This is an optimization exercise on Yosys and OpenROAD, whose aim is small area, a short achievable clock period and few clock cycles per item, not a production implementation. Function was checked by simulation only, so behaviour that the tests miss may differ from the original. No activity file was given, so power comes from the tool's default toggle rates.

==> try-nickel: inputs <==
Design order_book_table_engine_unit, start of the top module:
module order_book_table_engine_unit #(
  parameter int CAPACITY = 32
) (
  input  wire logic          clk,
  input  wire logic          rst_n,
  input  wire logic          in_valid,
  output logic               in_stall,
  input  wire logic [2:0]    in_kind,
  input  wire logic [31:0]   in_order_id,
  input  wire logic          in_side,
  input  wire logic [30:0]   in_quantity,
  input  wire logic [31:0]   in_price,
  output logic               out_valid,
  input  wire logic          out_stall,
  output logic [2:0]         out_status,
  output logic [31:0]        out_id,
  output logic               out_side,
  output logic signed [31:0] out_quantity,
  output logic [31:0]        out_price,
  output logic               out_last
);
clock: 10.0 ns
lec_check: 0
cap_margin: 25
core_margin: 2
core_utilization: 40
cts_buf_list: sky130_fd_sc_hd__clkbuf_16
cts_cluster_diameter: 70
cts_cluster_size: 20
slew_margin: 25
synth_memory_max_bits: 8192
setup_slack_margin: 6.3
standard.sh (not shown) runs the stock make flow with config.mk's settings and CLKGATE_MAP_FILE= SYNTH_SCRIPT=/design/flow/synth_recipe.tcl, a recipe that flattens the netlist after the stock synthesis.
==> flow/flow/run.sh <==
#!/bin/bash
set -euo pipefail
sed -i '/^export SETUP_SLACK_MARGIN/d' config.mk
echo 'export SETUP_SLACK_MARGIN = 6.3' >> config.mk
bash standard.sh > standard.log 2>&1
==> try-lagoon (differences from try-nickel) <==
--- a/flow/design.v
+++ b/flow/design.v
@@ -80,30 +80,23 @@
   logic [N*AW-1:0]   dpn;           
   logic [AW-1:0]     head;          
   logic [5:0]        cnt;           
   logic [N-1:0]      fre;           
   logic [N*32-1:0]   tid;
   logic [N-1:0]      tsd;
   logic [N*32-1:0]   tqty;
   logic [N*32-1:0]   tprc;
-  logic        a_v;
-  logic [2:0]  a_kind;
-  logic [31:0] a_id;
-  logic        a_side;
-  logic [30:0] a_q;
-  logic [31:0] a_prc;
   logic        b_v;
   logic [2:0]  b_kind;
   logic [31:0] b_id;
   logic        b_side;
   logic [30:0] b_q;
   logic [31:0] b_prc;
   logic [N-1:0] b_ms;               
-  logic         b_same;             
   logic [AW-1:0] b_dcnt;            
   logic        sk_v;
   logic [2:0]  sk_st;
   logic [31:0] sk_id;
   logic        sk_sd;
   logic [31:0] sk_qty;
   logic [31:0] sk_prc;
   logic        sk_last;
@@ -119,17 +112,17 @@
   endfunction
   logic go;         
   logic x_last;     
   logic b_load;
   assign go       = !sk_v;
   assign x_last   = !(b_kind == 3'd4 && b_dcnt != '0);
   assign b_load   = !b_v || (go && x_last);
   logic          stl, push;
-  logic          a_v_nx, b_v_nx, sk_v_nx, x_last_nx;
+  logic          b_v_nx, sk_v_nx, x_last_nx;
   logic [2:0]    b_kind_nx;
   logic [AW-1:0] b_dcnt_nx, b_dcnt_ld;
   assign in_stall = stl;
   logic          b_add, b_cxl, b_red, b_rep, b_dmp;
   logic          hit, full;
   logic          do_add, do_cxl;
   logic [AW-1:0] s_bin, n_bin, prev_sel, head_nx;
   logic [N-1:0]  u_vec, t_vec, vld_nx;
@@ -199,76 +192,50 @@
         shd[i]              <= 1'b0;
       end
     end
   end
   logic [N-1:0] raw, ms_nx, head_oh;
   logic         same;
   always_comb begin
     for (int i = 0; i < N; i++) begin
-      raw[i] = vld[i] && !shd[i] && (tid[i*32 +: 32] == a_id);
+      raw[i] = vld[i] && !shd[i] && (tid[i*32 +: 32] == in_order_id);
     end
   end
-  assign same    = b_v && b_same;
-  logic          c_ge1, c_ge2, c_ge3, cnz_nx, dge2_ld;
-  logic [AW-1:0] c_m1, c_m2;
-  assign c_ge1 = (cnt >= 6'd1);
-  assign c_ge2 = (cnt >= 6'd2);
-  assign c_ge3 = (cnt >= 6'd3);
-  assign c_m1  = AW'(cnt - 6'd1);
-  assign c_m2  = AW'(cnt - 6'd2);
-  assign cnz_nx  = do_add ? 1'b1  : (do_cxl ? c_ge2 : c_ge1);    
-  assign dge2_ld = do_add ? c_ge1 : (do_cxl ? c_ge3 : c_ge2);    
-  assign head_oh = dec(head_nx) & {N{cnz_nx}};
+  assign same    = b_v && (in_order_id == b_id);
+  assign head_oh = dec(head_nx) & {N{cnt_nx != '0}};
   always_comb begin
-    if (a_kind == 3'd4) begin
+    if (in_kind == 3'd4) begin
       ms_nx = head_oh;
     end else if (same && b_add && !full) begin
       ms_nx = fre;
     end else if (same && b_cxl && hit) begin
       ms_nx = t_vec;
     end else begin
       ms_nx = raw;
     end
   end
-  assign b_dcnt_ld = !cnz_nx ? '0 : (do_add ? cnt[AW-1:0] : (do_cxl ? c_m2 : c_m1));
-  assign a_v_nx    = rst_n && (stl ? a_v : in_valid);
-  assign b_v_nx    = rst_n && (b_load ? a_v : b_v);
-  assign b_kind_nx = b_load ? a_kind : b_kind;
+  assign b_dcnt_ld = (cnt_nx == '0) ? '0 : AW'(cnt_nx - 6'd1);
+  assign b_v_nx    = rst_n && (b_load ? in_valid : b_v);
+  assign b_kind_nx = b_load ? in_kind : b_kind;
   assign b_dcnt_nx = b_load ? b_dcnt_ld : ((go && b_v) ? b_dcnt - AW'(1) : b_dcnt);
-  assign x_last_nx = !(b_kind_nx == 3'd4 &&
-                       (b_load ? dge2_ld : ((go && b_v) ? (b_dcnt > AW'(1)) : (b_dcnt != '0))));
+  assign x_last_nx = !(b_kind_nx == 3'd4 && b_dcnt_nx != '0);
   assign sk_v_nx   = rst_n && (out_valid && out_stall) && (sk_v || push);
   always_ff @(posedge clk) begin
-    if (!stl) begin
-      a_kind <= in_kind;
-      a_id   <= in_order_id;
-      a_side <= in_side;
-      a_q    <= in_quantity;
-      a_prc  <= in_price;
-    end
-  end
-  always_ff @(posedge clk) begin
     b_v    <= b_v_nx;
     b_kind <= b_kind_nx;
     b_dcnt <= b_dcnt_nx;
-    a_v    <= a_v_nx;
-    if (b_load) begin
-      b_same <= stl || (in_order_id == a_id);
-    end else if (!stl) begin
-      b_same <= (in_order_id == b_id);
-    end
-    stl    <= a_v_nx && b_v_nx && !(!sk_v_nx && x_last_nx);
+    stl    <= b_v_nx && !(!sk_v_nx && x_last_nx);
   end
   always_ff @(posedge clk) begin
     if (b_load) begin
-      b_id   <= a_id;
-      b_side <= a_side;
-      b_q    <= a_q;
-      b_prc  <= a_prc;
+      b_id   <= in_order_id;
+      b_side <= in_side;
+      b_q    <= in_quantity;
+      b_prc  <= in_price;
       b_ms   <= ms_nx;
     end else if (go && b_v) begin
       b_ms   <= dec(prev_sel);
     end
   end
   logic [31:0]        sel_id, sel_qty, sel_prc, tab_qty;
   logic               sel_sd;
   logic [2:0]         x_st;
@@ -282,35 +249,31 @@
   logic               r_sd;
   logic [31:0]        r_qty;              
   logic [31:0]        r_prc;
   logic [30:0]        r_q;                
   logic               r_sub;              
   logic               r_wr;               
   logic [N-1:0]       r_g;
   logic [31:0]        diff, wq;
-  logic               r_fwd, p_fwd;
-  logic               pend_v;             
-  logic [N-1:0]       pend_g;             
-  logic [31:0]        pend_q;             
+  logic               r_fwd;
   always_comb begin
     sel_id  = '0;
     sel_sd  = 1'b0;
     tab_qty = '0;
     sel_prc = '0;
     for (int i = 0; i < N; i++) begin
       sel_id  = sel_id  | (tid[i*32 +: 32]  & {32{b_ms[i]}});
       sel_sd  = sel_sd  | (tsd[i]           & b_ms[i]);
       tab_qty = tab_qty | (tqty[i*32 +: 32] & {32{b_ms[i]}});
       sel_prc = sel_prc | (tprc[i*32 +: 32] & {32{b_ms[i]}});
     end
   end
   assign r_fwd   = r_v && r_wr && |(r_g & b_ms);
-  assign p_fwd   = pend_v && |(pend_g & b_ms);
-  assign sel_qty = r_fwd ? wq : (p_fwd ? pend_q : tab_qty);
+  assign sel_qty = r_fwd ? wq : tab_qty;
   always_comb begin
     if (b_add) begin
       x_st = full ? 3'd2 : 3'd0;
     end else if (b_dmp) begin
       x_st = hit ? 3'd3 : 3'd4;
     end else begin
       x_st = hit ? 3'd0 : 3'd1;
     end
@@ -368,25 +331,20 @@
         pn[i] = pp[i] & pp[i-d];
       end
       gg = gn;
       pp = pn;
     end
     diff = p ^ {gg[30:0], 1'b1};
   end
   assign wq = !r_sub ? r_qty : ((r_qty[31] && !diff[31]) ? 32'h8000_0000 : diff);
-  always_ff @(posedge clk) begin
-    pend_v <= rst_n && go && r_v && r_wr;
-    pend_g <= r_g;
-    pend_q <= wq;
-  end
   for (genvar i = 0; i < N; i++) begin : g_wq
     always_ff @(posedge clk) begin
-      if (pend_v && pend_g[i]) begin
-        tqty[i*32 +: 32] <= pend_q;
+      if (go && r_v && r_wr && r_g[i]) begin
+        tqty[i*32 +: 32] <= wq;
       end
     end
   end
   logic [2:0]         o_st;
   logic [31:0]        o_id, o_qty, o_prc;
   logic               o_sd, o_last;
   assign push   = go && r_v;
   assign o_st   = r_st;
==> comparison <==
try-lagoon completed with no timing, DRC or antenna violations. try-nickel finished but fails on antenna violations. Hold slack: try-lagoon is higher than try-nickel (31 ps). Of try-nickel and try-lagoon, try-nickel has the higher final cell count (gap about 3.4%, measured against try-lagoon). Global-route usage: try-lagoon is higher than try-nickel (2.9 points). In try-nickel the wire length is smaller than in try-lagoon, by about 4%. In clock power, try-nickel and try-lagoon hardly differ. Clock skew: try-lagoon is lower than try-nickel (29 ps).
Testbench counts of try-nickel, summed over its fixed seeds: cycles 6,954, items 4,000.
Testbench counts of try-lagoon, summed over its fixed seeds: cycles 6,946, items 4,000.

[separate check: timing with driven ports]
Ports are ideal in the flow. The routed layouts listed here were re-timed in OpenROAD.
Step 1, drivers: a clkbuf_16 drives clk and a buf_2 each remaining input, both assumed.
Step 2 adds t to the input delays and takes it off the output delays; t is the mean of the earliest and latest rising clock arrival at the registers after step 1. Input paths then give back, and output paths get back, about the clock's delay inside the block.
Slacks: no drivers / after step 1 / after step 2; pairs: no drivers / after step 1.
| run | t (ns) | setup slack, ns | worst setup path at the end | clock arrival spread, ns |
|---|---|---|---|---|
| try-nickel | 1.120 | 5.595 / 5.595 / 5.284 | input to register | 0.123 / 0.123 |
| try-lagoon | 1.083 | 5.230 / 5.317 / 4.234 | input to register | 0.089 / 0.089 |
For try-lagoon, which loses most, drivers alone change the setup slack by +0.087 ns; drivers and shift together by -0.996 ns.
